Background: an optimization exercise with open tools, aiming at small area. Do not read the settings as production practice.
Only simulation tests tie the RTL to the original design; equivalence was not proved.
Power figures rest on the tool's default switching activity, not on a simulated workload.

==> flow/design.v <==
`default_nettype none
package pkt_match_pkg;
  localparam int WORD_BYTES = 8;
  localparam int TYPE_BYTES = 4;
  localparam int TYPE_MAX_OFF = WORD_BYTES - TYPE_BYTES;
  typedef logic [8*WORD_BYTES-1:0] data_t;
  typedef logic [$clog2(WORD_BYTES)-1:0] last_byte_t;
  typedef logic [$clog2(WORD_BYTES)-1:0] byte_off_t;
  typedef logic [3:0] word_off_t;
  typedef logic [15:0] buffer_t;
  typedef logic [8*TYPE_BYTES-1:0] type_pat_t;
  typedef struct packed {
    logic       sop;
    logic       eop;
    last_byte_t last_byte;
    data_t      data;
  } pkt_word_t;
  typedef struct packed {
    word_off_t word;
    byte_off_t off;
  } type_sel_t;
  typedef struct packed {
    logic      valid;
    word_off_t off;
    data_t     pattern;
    buffer_t   buffer;
  } sym_match_t;
  localparam int SYM_BITS = 1 + 4 + 8*WORD_BYTES + 16;
  typedef struct packed {
    pkt_word_t word;
    buffer_t   buffer;
  } out_word_t;
  typedef struct packed {
    pkt_word_t word;
    logic      first;
    logic      type_found;
    logic      sym_found;
    buffer_t   sym_buffer;
  } cmp_word_t;
  typedef enum logic [0:0] {
    IDLE      = 1'b0,
    IN_PACKET = 1'b1
  } pkt_state_t;
  function automatic logic [WORD_BYTES-1:0] last_byte_mask(last_byte_t last_byte);
    logic [WORD_BYTES-1:0] mask;
    for (int i = 0; i < WORD_BYTES; i++) begin
      mask[i] = (i <= last_byte);
    end
    last_byte_mask = mask;
  endfunction
endpackage
`default_nettype wire
`timescale 1ns/1ps
`default_nettype none
module pkt_match_top
#(
  parameter int N_SYMBOLS = 4
) (
  input  logic                         clk_net,
  input  logic                         rst_net,
  input  logic                         in_vld,
  input  pkt_match_pkg::pkt_word_t                    in_word,
  input  pkt_match_pkg::type_sel_t                    type_sel,
  input  pkt_match_pkg::type_pat_t                    type_pat,
  input  logic [N_SYMBOLS-1:0][pkt_match_pkg::SYM_BITS-1:0]   symbols,
  output logic                         out_vld,
  output pkt_match_pkg::out_word_t                    out_word
);
  logic                       in_pkt_r;
  logic                       accept;
  logic                       vld_r;
  pkt_match_pkg::pkt_word_t   word_r;
  logic [3:0]                 idx_r;
  logic [3:0]                 tword_r;
  logic [4:0]                 toh_r;
  pkt_match_pkg::type_pat_t   tpat_r;
  logic [N_SYMBOLS-1:0][pkt_match_pkg::SYM_BITS-1:0] syms_r;
  logic                       got_type_r;
  logic [N_SYMBOLS-1:0]       sym_oh_r;
  logic        sop, eop;
  logic [2:0]  lb;
  logic [63:0] data;
  logic [31:0] tsh;
  logic        t_len_ok, tf;
  logic [N_SYMBOLS-1:0] hit;
  logic        full_word, sf;
  logic [N_SYMBOLS-1:0] hi_oh, sel_oh;
  logic        type_any, sym_any;
  pkt_match_pkg::sym_match_t sym_k;
  logic [15:0] buf_sel;
  assign accept = in_vld & (in_word.sop | in_pkt_r);
  always_ff @(posedge clk_net) begin
    if (rst_net) begin
      in_pkt_r <= 1'b0;
      vld_r    <= 1'b0;
    end else begin
      vld_r <= accept;
      if (accept) begin
        in_pkt_r <= ~in_word.eop;
      end
    end
  end
  always_ff @(posedge clk_net) begin
    word_r <= in_word;
    if (accept) begin
      idx_r <= in_word.sop ? 4'd0 : idx_r + 4'd1;
    end
    if (in_vld & in_word.sop) begin
      tword_r <= type_sel.word;
      for (int i = 0; i <= 4; i++) toh_r[i] <= (type_sel.off == 3'(i));
      tpat_r <= type_pat;
      syms_r <= symbols;
    end
  end
  always_comb begin
    sop  = word_r.sop;
    eop  = word_r.eop;
    lb   = word_r.last_byte;
    data = word_r.data;
    tsh = '0;
    for (int i = 0; i <= 4; i++) begin
      tsh = tsh | ({32{toh_r[i]}} & data[8*i +: 32]);
    end
    t_len_ok = ~eop | (toh_r[0] & (lb >= 3'd3)) | (toh_r[1] & (lb >= 3'd4)) |
               (toh_r[2] & (lb >= 3'd5)) | (toh_r[3] & (lb >= 3'd6)) | (toh_r[4] & (lb == 3'd7));
    tf = (tword_r == idx_r) & (|toh_r) & t_len_ok & (tsh == tpat_r);
    for (int k = 0; k < N_SYMBOLS; k++) begin
      sym_k = syms_r[k];
      hit[k] = sym_k.valid & (sym_k.off == idx_r) & (sym_k.pattern == data);
    end
    full_word = ~eop | (lb == 3'd7);
    sf = full_word & (|hit);
    hi_oh = {hit[3], hit[2] & ~hit[3], hit[1] & ~hit[2] & ~hit[3], hit[0] & ~hit[1] & ~hit[2] & ~hit[3]};
    type_any = tf | (~sop & got_type_r);
    sel_oh   = sf ? hi_oh : (sop ? '0 : sym_oh_r);
    sym_any  = |sel_oh;
    buf_sel = '0;
    for (int k = 0; k < N_SYMBOLS; k++) begin
      sym_k   = syms_r[k];
      buf_sel = buf_sel | ({16{sel_oh[k]}} & sym_k.buffer);
    end
    out_vld         = vld_r;
    out_word.word   = word_r;
    out_word.buffer = (eop & type_any & sym_any) ? buf_sel : 16'd0;
  end
  always_ff @(posedge clk_net) begin
    if (vld_r) begin
      got_type_r <= type_any;
      sym_oh_r   <= sel_oh;
    end
  end
endmodule
`default_nettype wire
export LEC_CHECK = 0
export CAP_MARGIN = 20
export CORE_MARGIN = 2
export CORE_UTILIZATION = 40
export SLEW_MARGIN = 20
create_clock -name core_clock -period 5.0 [get_ports {clk_net}]
standard.sh (not shown) runs the stock make flow with config.mk's settings and CLKGATE_MAP_FILE= SYNTH_SCRIPT=/design/flow/synth_recipe.tcl, a recipe that flattens the netlist after the stock synthesis.
==> flow/flow/run.sh <==
#!/bin/bash
# Standard layout, with single-drive buffers on the ports instead of the
# delay buffers buffer_ports picks by default.
set -euo pipefail
bash standard.sh "BUFFER_PORTS_ARGS=-buffer_cell sky130_fd_sc_hd__buf_1" finish > standard_flow.log 2>&1
Change:
CTS_CLUSTER_DIAMETER = 80   (was default)
CTS_CLUSTER_SIZE = 40   (was default)
What happened: The new run finished clean. Sequential share of layout area climbs by 1.5 points. Wire length drops by 1.1%. Final area went down by 2.6%. Via count is lower by 2.4%. Clock skew goes up by 0.014 ns. Global-route usage is lower by 0.31 points. Setup slack gains 0.0086 ns. Die area is unchanged. Cell count came out lower by 1.7%. Combinational power goes down by about 0.6%.
Change:
CORE_UTILIZATION = 60   (was 40)
CTS_CLUSTER_DIAMETER = default   (was 80)
CTS_CLUSTER_SIZE = default   (was 40)
- The new run produced a clean layout
- global-route usage rose by 10 points
- setup slack loses 0.025 ns
- hold slack improved by 0.032 ns
- sequential share of layout area came out higher by 0.41 points
- cell area goes down by 0.64%
- first-iteration DRC count rose by 2.1%
- via count rose by 3.1%
- routed wire length decreases by 10%
- total power grows by 7.1%
- cell count shrinks by 8.2%
- synthesized cell count does not change

## static timing again, ports no longer ideal
No port has a modelled driver above. Below, the same layouts with a new extraction and two added sets of constraints. Step 1, drivers: a clkbuf_16 drives clk_net and a buf_2 each remaining input, both assumed. Step 2 also shifts input and output timing later by t, the mid clock arrival at the registers, as if the neighbouring blocks saw the same clock. a / b / c = ideal ports / drivers / drivers and shift; a / b = the first two.
| run | t (ns) | setup WS [ns] | clock arrival spread, ns | worst slew at a driven data input, ns | cell pins on the clock port's net |
|---|---|---|---|---|---|
| the first run | 0.650 | 0.080 / 0.022 / 0.672 | 0.034 / 0.034 | 0.10 | 1 |
| the second run | 0.661 | 0.088 / 0.032 / 0.693 | 0.046 / 0.045 | 0.10 | 1 |
| the third run | 0.633 | 0.063 / 0.007 / 0.640 | 0.034 / 0.034 | 0.11 | 1 |
After both steps every run listed still meets setup and hold.
